From an optimization exercise on the open Yosys and OpenROAD flow, aimed at small area, a short achievable clock period and few clock cycles; shortcuts taken in it are not production practice. Only simulation tests tie the RTL to the original design; equivalence was not proved.

==> flow/design.v (outline; a module is shown in full before it is edited, if it fits) <==
// module qpsc_eval: 20 lines
// module qpsc_band_test_dn: 212 lines
// module qpsc_band_test_dp: 210 lines
// module qpsc_fa: 10 lines
// module qpsc_gp: 11 lines
// module qpsc_seq: 89 lines
// module quad_photodiode_stepper_centering: 187 lines
// module qpsc_reg14: 9 lines
module quad_photodiode_stepper_centering (
    input  logic                              aclk,
    input  logic                              aresetn,
    input  logic                              s_tvalid,
    output logic                              s_tready,
    input  logic [qpsc_pkg::IN_DATA_W-1:0]    s_tdata,   
    input  logic                              s_tuser,   
    output logic                              m_tvalid,
    input  logic                              m_tready,
    output logic [qpsc_pkg::OUT_DATA_W-1:0]   m_tdata,   
    input  logic                              cfg_we,
    input  logic [qpsc_pkg::CFG_IDX_W-1:0]    cfg_index,
    input  logic [qpsc_pkg::CFG_W-1:0]        cfg_wdata
);
  // ...
==> flow/run.sh <==
#!/bin/bash
# synth_recipe.tcl (not shown) runs the flow's synth.tcl, then flattens the netlist and writes it again
# the make line also repeats each setting of config.mk as NAME=value (left out here)
make -C /OpenROAD-flow-scripts/flow DESIGN_CONFIG=/design/flow/config.mk WORK_HOME=/design/flow/orfs CLKGATE_MAP_FILE= SYNTH_SCRIPT=/design/flow/synth_recipe.tcl finish
==> flow/config.mk <==
export PLATFORM = sky130hd
export DESIGN_NAME = quad_photodiode_stepper_centering
export DESIGN_NICKNAME = quad_photodiode_stepper_centering
export VERILOG_FILES = /design/flow/design.v
export SDC_FILE = /design/flow/constraint.sdc
export NUM_CORES = 4
export LEC_CHECK = 0
export CAP_MARGIN = 20
export CORE_MARGIN = 2
export CORE_UTILIZATION = 40
export SLEW_MARGIN = 20
export SYNTH_HIERARCHICAL = 1
export SYNTH_MINIMUM_KEEP_SIZE = 0
==> flow/constraint.sdc <==
create_clock -name core_clock -period 12.5 [get_ports {aclk}]
set_input_delay 2.5000 -clock core_clock [delete_from_list [all_inputs] [get_ports {aclk}]]
set_output_delay 2.5000 -clock core_clock [all_outputs]
set_load 0.01 [all_outputs]
==> impl_results.md, run 1 <==
- Clk Latency, worst-skew pair: 550 ps
- Area-dominant class: multi-input gates
- Cell Area, Synth: 25,200 um^2
- Initial antenna violation count: 0
- Hold path cells: 0
- Overall die height: 255 um
- Iteration-0 DRC Markers: 1,208
- ANT cells: 0
- Max_cap viols: 0
- Critical Path Most Common Cell: fa_1
- Clock transition at the registers of the reported paths: 60 ps
- Total track usage: 0.193
- Vias in the first global route: 18,540
- Clk sinks: 283
- Setup tns final: 0 ps
- CP Class: reg -> reg
- Minimum clock period: 4880 ps
- Met3 wire length: 2.76 mm
- Final Non-Filler Cells: 3,391
- Worst R2R Path Depth: 14
- Non-clk bufs: 101
- Capturing point of the worst reg2reg path: s2_lo
- Reg-to-reg slack, setup: 7620 ps
- Cells along the critical path: a22oi_2 -> xnor2_1 -> fa_1 -> fa_1 -> fa_1 -> fa_1 -> nand2_1 -> and2_1 -> and2_1 -> and2_1 -> a21o_1 -> a21o_1 -> xor2_1 -> xnor2_1
- Row cnt: 92
- Status: complete, no violations
Testbench counts, summed over its fixed seeds: cycles 32,256.
==> run 2: changes to the inputs <==
--- a/flow/config.mk
+++ b/flow/config.mk
@@ -8,6 +8,6 @@
 export CAP_MARGIN = 20
 export CORE_MARGIN = 2
 export CORE_UTILIZATION = 40
-export SLEW_MARGIN = 20
+export SLEW_MARGIN = 60
 export SYNTH_HIERARCHICAL = 1
 export SYNTH_MINIMUM_KEEP_SIZE = 0
==> run 2 against run 1 <==
Maximum frequency is 1.9% higher; critical endpoint is now s0_bd[12]; die area stayed put; count of clock-buffer cells in the layout is 9 lower; design area is 1.0% higher.
==> impl_results.md, run 2 <==
- Status: complete, no violations
- Row cnt: 92 (unchanged)
- Finished Cell Area: 27,500 um^2
- Slowest CP cell: a311oi_1
- Commonest non-fill, non-tap cell in the layout: xnor2_1
- Setup slack after placement: 7160 ps
- Minimum clock period: 4780 ps (-91.3 ps)
- Routed WL: 62.2 mm
- WP buf/inv: 1
- Max Clock Skew: 17.5 ps
- CP peak stage delay: 430 ps
- Area Overhead vs Synth: 9.02%
- CTS buffer count: 34
- Clock transition at the registers of the reported paths: 60 ps (about the same)
- Top-Level Pins: 98
- Largest net degree at the start of global routing: 45
- Setup ws final: 7720 ps
- Synth warn: 9
- Max Slew Vio Count: 0
- CP Max Fanout: 2
- Tightest Pin Transition: 613 ps
- Cell Area, Synth: 25,200 um^2 (unchanged)
- Critical path's top delay family: compound AO/OA/AOI/OAI gates
- Worst Setup Start Kind: input pin
- Setup tns final: 0 ps (unchanged)
- Cells along the critical path: clkdlybuf4s50_1 -> ha_1 -> fa_1 -> a21o_1 -> a21oi_1 -> o21bai_1 -> a21o_1 -> a311oi_1 -> nor2_1 -> a211oi_1 -> a21oi_1
- Post-CTS Hold Fix Bufs: 0
- Iteration-0 DRC Markers: 1,371 (+13%)
- Placed Area: 26,300 um^2
- Slew margin rel.: 0.589
- Vias in the first global route: 18,310 (-1.2%)
- Share of cells above drive strength 1: 0.0942
- Postcts setup bufs: 0
- Total congestion overflow: 0
- Most frequent cells in the layout: 203 x xnor2_1, 194 x fa_1, 181 x inv_1, 177 x a22oi_1
- Routability Congestion: 0.857
- Filler instances: 5,985
- Die X: 255 um
- DR vias: 18,246
- Initial antenna violation count: 1 (+1)
- Clock root cell: clkbuf_16
- First-pass GRT wire length: 99.7 mm
- RSZ-0062 raised after global routing: no
- Drc violations: 0
- Max_cap viols: 0 (unchanged)
- Final net count: 2,952
- CP Class: in -> reg
- Initial Util: 0.402
- Area of the multi-input gates: 16,700 um^2
- Overall die height: 255 um (unchanged)
- Remaining antenna violation count: 0
- DR WL/cell: 18.3 um
- Port bufs: 94
- Hold Path Class: reg -> reg
- Final Hold Viols: 0
- Clk Latency, worst-skew pair: 550 ps (about the same)
- Nature of the critical path endpoint: flip-flop
- Max frequency: 0.209 GHz
- Bufs on Longest Clock Path: 3
- ANT cells: 0 (unchanged)
- Cells after Synth: 2,554
- Final setup vio count: 0
- Core Region: 62,600 um^2
- Drt via density: 5.37
- Crit path arrival time: 5210 ps
- Drt pass-1 iters: 7
- Clk sinks: 283 (unchanged)
- Final period utilization: 0.383
- Total track usage: 0.193 (-0.000551)
- Htree depth: 2
- # resized after CTS: 0
- Required time of the critical path: 12,930 ps
- Die footprint: 65,000 um^2
- DP Wirelength: 48.5 mm
- CTS tree: done
- Hold slack: 332 ps
- Seq. cell area: 6830 um^2
- Syn Area/Cell: 9.87 um^2
[run 2: layer usage]
layer | vias to the layer above | wire [um] | global-route usage
met5 | - | 0 | 0
met4 | 0 | 1830 | 0.0613
met3 | 103 | 3220 | 0.0307
met2 | 479 | 30300 | 0.326
met1 | 9015 | 26800 | 0.251
li1 | 8649 | - | -
[run 2: path summary, 6_finish.rpt]
path          startpoint   endpoint  slack [ps]  depth (start not counted)
max          s_tdata[12]  s0_bd[12]        7720                         11
max reg2reg    lo_one[1]      s2_lo        7850                         14
min             s1_start   s2_start         330                          0
min reg2reg     s1_start   s2_start         330                          0
[run 2: layout make-up]
type                    instances  share of cell area
clock inverters                18             0.00856
clock buffers                  43              0.0337
multi-input cells            1907               0.607
flip-flops and latches        283               0.249
well taps                     846              0.0385
inverters                     193              0.0264
repair buffers                105              0.0371
[run 2: worst register-to-register path, cell delays in order (launching register included)]
cell     delay, ps
dfxtp_1        650
a22oi_1        200
xor2_1         200
fa_1           540
fa_1           530
fa_1           540
fa_1           570
nand2_1         70
and2_1         160
and2_1         160
and2_1         160
a21o_1         210
a21o_1         250
xor2_1         170
xnor2_1        130
[run 2: stage by stage]
stage | instances | util
detailed placement | 3332 | 0.419
finish | 3395 | 0.439
global placement | 3330 | 0.416
CTS | 3393 | 0.438
global route | 3395 | 0.439
floorplan | 2556 | -

## separate check: timing with driven ports
No port has a modelled driver above. Below, the same layouts with a new extraction and two added sets of constraints. Step 1 sets driving cells, clkbuf_16 on the clock port and buf_2 on the other inputs (assumed; they add their load-dependent delay and slew). Step 2 times the ports against the registers' clock, not the clock port: input delays grow and output delays shrink by t, the midpoint of the rising clock arrivals with the driver on. Three values: ideal, step 1, step 2; two values: the first two.
run | t (ns) | slack for setup (ns) | cell pins on the clock port's net
run 1 | 0.595 | 7.625 / 7.625 / 7.070 | 1
run 2 | 0.600 | 7.716 / 7.751 / 7.151 | 1
After both steps every run listed still meets setup and hold. The setup slack of run 2, which loses most, moves by +0.035 ns with the drivers and by -0.565 ns with both steps.
